Source: an optimization exercise on an open RTL-to-GDS flow (aim: small area, a short achievable clock period and few clock cycles per item). Production flows keep margins and buffers that such runs may drop. Where RTL was checked, it was by simulation tests only, not by an equivalence proof against the original. No activity file was given, so power comes from the tool's default toggle rates.

==> inputs of job 6506 <==
==> flow/design.v <==
`timescale 1ns/1ps
`default_nettype none
module ll_mngr (
  input  logic        clk,
  input  logic        reset_n,
  input  logic        cmd_valid,
  input  logic [2:0]  cmd_op,
  input  logic [2:0]  cmd_list,
  input  logic [5:0]  cmd_pos,
  input  logic [15:0] cmd_data,
  output logic        idle,
  output logic        resp_valid,
  output logic [1:0]  resp_status,
  output logic [15:0] resp_data
);
  function automatic logic gt3(input logic [2:0] a, input logic [2:0] b);
    gt3 = (a[2] & ~b[2]) |
          ((a[2] | ~b[2]) & a[1] & ~b[1]) |
          ((a[2] | ~b[2]) & (a[1] | ~b[1]) & a[0] & ~b[0]);
  endfunction
  logic [15:0] mem [32];
  logic [2:0]  tag [32];
  logic [31:0] free;
  logic [4:0]  start [9];
  logic [7:0]  empty_q;          
  logic        full_q;           
  logic        idle_q;
  logic        almost_full;      
  logic [5:0]  total;
  logic [31:0] is_beg, is_end;   
  logic [4:0]  start_inc [9];
  always_comb begin
    for (int k = 0; k < 9; k++) start_inc[k] = start[k] + 5'd1;
    almost_full = (start_inc[8] == start[0]);
    total = {full_q, 5'(start[8] - start[0])};
    for (int j = 0; j < 32; j++) begin
      is_beg[j] = (start[0] == 5'(j));
      is_end[j] = (start[8] == 5'(j));
    end
  end
  logic       op_add, op_tail, op_del, op_read, op_cnt, op_tot;
  logic [7:0] lsel;
  logic [8:0] above_l;           
  logic [4:0] start_l, start_l1, diff_l;
  logic [5:0] cnt_l;
  logic       empty_l, one_l;
  logic       do_ins, do_del;
  assign op_add  = ~cmd_op[2] & ~cmd_op[1];
  assign op_tail = ~cmd_op[2] & ~cmd_op[1] & cmd_op[0];
  assign op_del  = ~cmd_op[2] & cmd_op[1] & ~cmd_op[0];
  assign op_read = ~cmd_op[2] & cmd_op[1] & cmd_op[0];
  assign op_cnt  = cmd_op[2] & ~cmd_op[1] & ~cmd_op[0];
  assign op_tot  = cmd_op[2] & ~cmd_op[1] & cmd_op[0];
  always_comb begin
    for (int k = 0; k < 8; k++)
      lsel[k] = (cmd_list[2] == k[2]) & (cmd_list[1] == k[1]) & (cmd_list[0] == k[0]);
    above_l[0] = 1'b0;
    for (int k = 1; k < 9; k++) above_l[k] = above_l[k-1] | lsel[k-1];
  end
  always_comb begin
    start_l  = '0;
    start_l1 = '0;
    empty_l  = 1'b0;
    for (int k = 0; k < 8; k++) begin
      start_l  = start_l  | ({5{lsel[k]}} & start[k]);
      start_l1 = start_l1 | ({5{lsel[k]}} & start[k+1]);
      empty_l  = empty_l  | (lsel[k] & empty_q[k]);
    end
    diff_l = start_l1 - start_l;
    cnt_l  = {~empty_l & (diff_l == 5'd0), diff_l};
    one_l  = ((start_l + 5'd1) == start_l1);
  end
  assign do_ins = cmd_valid & op_add & ~full_q;
  assign do_del = cmd_valid & op_del & ~empty_l;
  logic [31:0] in_l, ge, up, nw, fst;
  always_comb begin
    for (int j = 0; j < 32; j++) begin
      logic gt;
      gt      = ~free[j] & gt3(tag[j], cmd_list);
      in_l[j] = ~free[j] & (tag[j] == cmd_list);
      ge[j]   = gt | (in_l[j] & ~op_tail);
    end
    for (int j = 0; j < 32; j++) begin
      logic prev_ge, prev_lt, elig;
      prev_ge = ge[(j + 31) % 32];
      prev_lt = ~free[(j + 31) % 32] & ~prev_ge;
      elig    = ge[j] | is_end[j];
      up[j]   = (do_ins & elig & prev_ge) | (do_del & prev_lt);
      nw[j]   = do_ins & elig & ~prev_ge;
      fst[j]  = in_l[j] & (~in_l[(j + 31) % 32] | is_beg[j]);
    end
  end
  always_ff @(posedge clk) begin
    for (int j = 0; j < 32; j++) begin
      mem[j] <= ({16{up[j]}} & mem[(j + 31) % 32]) |
                ({16{nw[j]}} & cmd_data) |
                ({16{~(up[j] | nw[j])}} & mem[j]);
      tag[j] <= ({3{up[j]}} & tag[(j + 31) % 32]) |
                ({3{nw[j]}} & cmd_list) |
                ({3{~(up[j] | nw[j])}} & tag[j]);
    end
  end
  always_ff @(posedge clk) begin
    for (int j = 0; j < 32; j++) begin
      if (!reset_n)                free[j] <= 1'b1;
      else if (up[j])              free[j] <= free[(j + 31) % 32];
      else if (nw[j])              free[j] <= 1'b0;
      else if (do_del & is_beg[j]) free[j] <= 1'b1;
    end
  end
  always_ff @(posedge clk) begin
    if (!reset_n) begin
      for (int k = 0; k < 9; k++) start[k] <= 5'd0;
      empty_q <= 8'hff;
      full_q  <= 1'b0;
    end else begin
      for (int k = 0; k < 9; k++) begin
        if ((do_ins & above_l[k]) | (do_del & ~above_l[k]))
          start[k] <= start_inc[k];
      end
      for (int k = 0; k < 8; k++) begin
        if (do_ins & lsel[k]) empty_q[k] <= 1'b0;
        else if (do_del & lsel[k]) empty_q[k] <= one_l;
      end
      if (do_ins) full_q <= almost_full;
      else if (do_del) full_q <= 1'b0;
    end
  end
  logic [3:0]  lo_oh;
  logic [7:0]  hi_oh0, hi_oh1, hi_oh;
  logic [31:0] rsel;
  logic [15:0] hd;
  logic [1:0]  st;
  logic [15:0] rd;
  logic        pos_ok;
  logic [3:0] s_lo, p_lo;
  logic [7:0] s_hi, p_hi;
  logic       carry;
  always_comb begin
    for (int i = 0; i < 4; i++) begin
      s_lo[i] = (start_l[1:0] == 2'(i));
      p_lo[i] = (cmd_pos[1:0] == 2'(i));
    end
    for (int i = 0; i < 8; i++) begin
      s_hi[i] = (start_l[4:2] == 3'(i));
      p_hi[i] = (cmd_pos[4:2] == 3'(i));
    end
    carry = 1'b0;
    for (int i = 0; i < 4; i++) begin
      lo_oh[i] = 1'b0;
      for (int a = 0; a < 4; a++) begin
        lo_oh[i] = lo_oh[i] | (s_lo[a] & p_lo[(i - a + 4) % 4]);
        if (a + i >= 4) carry = carry | (s_lo[a] & p_lo[i]);
      end
    end
    for (int h = 0; h < 8; h++) begin
      hi_oh0[h] = 1'b0;
      for (int a = 0; a < 8; a++) hi_oh0[h] = hi_oh0[h] | (s_hi[a] & p_hi[(h - a + 8) % 8]);
    end
    for (int h = 0; h < 8; h++) hi_oh1[h] = hi_oh0[(h + 7) % 8];
    hi_oh = carry ? hi_oh1 : hi_oh0;
    for (int j = 0; j < 32; j++) rsel[j] = hi_oh[j / 4] & lo_oh[j % 4] & in_l[j];
    hd = '0;
    for (int j = 0; j < 32; j++) hd = hd | ({16{fst[j]}} & mem[j]);
  end
  assign pos_ok = ~cmd_pos[5] & (|rsel);
  always_comb begin
    st = 2'd0;
    if (op_add & full_q) st = 2'd2;
    else if ((op_del | op_read) & empty_l) st = 2'd1;
    else if (op_read & ~pos_ok) st = 2'd3;
    rd = '0;
    if (op_del) rd = hd;
    else if (op_cnt) rd = {10'd0, cnt_l};
    else if (op_tot) rd = {10'd0, total};
  end
  logic [31:0] rq;
  logic [15:0] rdq;
  always_ff @(posedge clk) begin
    rdq <= rd;
    rq  <= {32{op_read & ~cmd_pos[5]}} & rsel;
  end
  always_comb begin
    resp_data = rdq;
    for (int j = 0; j < 32; j++) resp_data = resp_data | ({16{rq[j]}} & mem[j]);
  end
  always_ff @(posedge clk) begin
    resp_valid  <= reset_n & cmd_valid;
    resp_status <= st;
  end
  always_ff @(posedge clk) begin
    idle_q <= ~reset_n | ~cmd_valid | idle_q;
  end
  assign idle = idle_q;
endmodule
`default_nettype wire
==> flow/run.sh <==
#!/bin/bash
# synth_recipe.tcl (not shown) runs the flow's synth.tcl, then flattens the netlist and writes it again
# the make line also repeats each setting of config.mk as NAME=value (left out here)
make -C /OpenROAD-flow-scripts/flow DESIGN_CONFIG=/design/flow/config.mk WORK_HOME=/design/flow/orfs CLKGATE_MAP_FILE= SYNTH_SCRIPT=/design/flow/synth_recipe.tcl finish
==> flow/config.mk <==
export PLATFORM = sky130hd
export DESIGN_NAME = ll_mngr
export DESIGN_NICKNAME = ll_mngr
export VERILOG_FILES = /design/flow/design.v
export SDC_FILE = /design/flow/constraint.sdc
export NUM_CORES = 4
export LEC_CHECK = 0
export CAP_MARGIN = 20
export CORE_MARGIN = 2
export CORE_UTILIZATION = 25
export PLACE_DENSITY = 0.4
export SETUP_SLACK_MARGIN = 1.6
export SLEW_MARGIN = 20
==> flow/constraint.sdc <==
create_clock -name core_clock -period 5.0 [get_ports {clk}]
set_input_delay 1.0000 -clock core_clock [delete_from_list [all_inputs] [get_ports {clk}]]
set_output_delay 1.0000 -clock core_clock [all_outputs]
set_load 0.01 [all_outputs]
==> inputs of job 903, as changes to job 6506 <==
--- a/flow/design.v
+++ b/flow/design.v
@@ -26,4 +26,6 @@
   logic        full_q;           
   logic        idle_q;
+  logic [5:0]  cnt [8];
+  logic [7:0]  one_k;            
   logic        almost_full;      
   logic [5:0]  total;
@@ -32,4 +34,10 @@
   always_comb begin
     for (int k = 0; k < 9; k++) start_inc[k] = start[k] + 5'd1;
+    for (int k = 0; k < 8; k++) begin
+      logic [4:0] diff;
+      diff     = start[k+1] - start[k];
+      cnt[k]   = {~empty_q[k] & (diff == 5'd0), diff};
+      one_k[k] = (start_inc[k] == start[k+1]);
+    end
     almost_full = (start_inc[8] == start[0]);
     total = {full_q, 5'(start[8] - start[0])};
@@ -42,5 +50,5 @@
   logic [7:0] lsel;
   logic [8:0] above_l;           
-  logic [4:0] start_l, start_l1, diff_l;
+  logic [4:0] start_l;
   logic [5:0] cnt_l;
   logic       empty_l, one_l;
@@ -60,14 +68,13 @@
   always_comb begin
     start_l  = '0;
-    start_l1 = '0;
+    cnt_l    = '0;
     empty_l  = 1'b0;
+    one_l    = 1'b0;
     for (int k = 0; k < 8; k++) begin
       start_l  = start_l  | ({5{lsel[k]}} & start[k]);
-      start_l1 = start_l1 | ({5{lsel[k]}} & start[k+1]);
+      cnt_l    = cnt_l    | ({6{lsel[k]}} & cnt[k]);
       empty_l  = empty_l  | (lsel[k] & empty_q[k]);
-    end
-    diff_l = start_l1 - start_l;
-    cnt_l  = {~empty_l & (diff_l == 5'd0), diff_l};
-    one_l  = ((start_l + 5'd1) == start_l1);
+      one_l    = one_l    | (lsel[k] & one_k[k]);
+    end
   end
   assign do_ins = cmd_valid & op_add & ~full_q;
@@ -121,5 +128,5 @@
       for (int k = 0; k < 8; k++) begin
         if (do_ins & lsel[k]) empty_q[k] <= 1'b0;
-        else if (do_del & lsel[k]) empty_q[k] <= one_l;
+        else if (do_del & lsel[k]) empty_q[k] <= one_k[k];
       end
       if (do_ins) full_q <= almost_full;
--- a/flow/config.mk
+++ b/flow/config.mk
@@ -8,6 +8,6 @@
 export CAP_MARGIN = 20
 export CORE_MARGIN = 2
-export CORE_UTILIZATION = 25
-export PLACE_DENSITY = 0.4
-export SETUP_SLACK_MARGIN = 1.6
+export CORE_UTILIZATION = 60
+export PLACE_DENSITY = 0.72
+export SETUP_SLACK_MARGIN = 2.2
 export SLEW_MARGIN = 20
==> summary.txt <==
Logic synthesis:
- For this run, the number of Yosys warnings is 6.
- The synthesized netlist contains 87 unique library cells.
- The fraction of post-synthesis cell area in the top cell type by area is 0.369.
- The synthesized area is 40500 sq um.
- The fraction of the mapped netlist area in adder cells is 0.0511.
- Synthesis produced a netlist with a net count of 4853.
- The xor/xnor cell area share of the yosys netlist is 0.0303.
- By area the synthesized netlist is led by dfxtp_1 (37%), a222oi_1 (14%), inv_1 (6.7%), ha_1 (4.7%), a22oi_1 (4.1%).
- A synthesized cell averages 8.68 sq um.

Status:
- The step where the flow halted is 5_1_grt.
- The first error in the log reads "[ERROR GRT-0116] Global routing finished with congestion. Check the congestion regions in the DRC Viewer".
- The flow did not finish.

CTS:
- The number of gates given a new drive strength after cts is 1010.

Placement:
- The number of placed cells counting well taps is 5439.

Floorplanning:
- The chip width is 264 microns.
That was job 903.
==> summary.txt <==
Setup path:
- The critical path launch point type is an input pin.

Logic synthesis:
- The number of distinct library cells after synthesis is 94.
- The count of synthesis-stage warnings from yosys is 5.
- The net count after synthesis is 4451.
- The share of cell area taken by muxes after synthesis is 0.0209.
- The fraction of the mapped netlist area in adder cells is 0.0414.
- Sorting the synthesized cells by area gives the leading types as dfxtp_1 (38%), a222oi_1 (16%), inv_1 (7.1%), ha_1 (4.0%), a22oi_1 (3.6%).
- The share of synthesized flip-flops with an asynchronous set or reset is 0.
- The xor/xnor cell area share of the yosys netlist is 0.0191.

Finish:
- Leaving out filler cells and counting taps, the final layout contains 6616.
- Of the cells placed in the final design, the portion with a size suffix greater than 1 is 0.199.
- Leaving out fill and tap cells, the most frequent cells in the layout are inv_1 (746), dfxtp_1 (715), a222oi_1 (630), buf_4 (283), a22oi_1 (183).
- The layout has 436 buffers outside the clock class.

Timing:
- Of the available clock period, the critical path in the final layout requires 0.728.

Placement:
- The number of placed cells counting well taps is 6293.

Floorplanning:
- Measured along the x axis, the die boundary spans 401 microns.
- The starting density of the core is 0.252.

Detailed routing:
- The count of antenna-violating nets left after detailed routing is 0.
- The routed length per instance is 39.1 microns.

Status:
- The run finished with no timing, DRC or antenna violations.

Power:
- The net switching power of the design is 3.98 mW.
That was job 6506.
Testbench counts of job 6506, summed over its fixed seeds: cycles 12,008, commands 12,000.
Only the layout flow was run in job 903; the RTL was not checked for function there.

[port drivers added, routing unchanged]
No port has a modelled driver above. Below, the same layout with a new extraction and two added sets of constraints.
Step 1: set_driving_cell puts a clkbuf_16 on clk and a buf_2 on each other input, an assumption about the parent block.
Step 2 adds t to the input delays and takes it off the output delays; t is the mean of the earliest and latest rising clock arrival at the registers after step 1. Input paths then give back, and output paths get back, about the clock's delay inside the block.
Slacks: no drivers / after step 1 / after step 2; pairs: no drivers / after step 1.
run: job 6506
t (ns): 0.805
setup slack, ns: 1.362 / 1.312 / 0.554
hold slack, ns: 0.446 / 0.446 / 0.446
worst setup path at the end: input to register
pins driven straight from the clock port: 1
After both steps setup and hold are still met in job 6506. The setup slack of job 6506 moves by -0.050 ns with the drivers and by -0.808 ns with both steps.
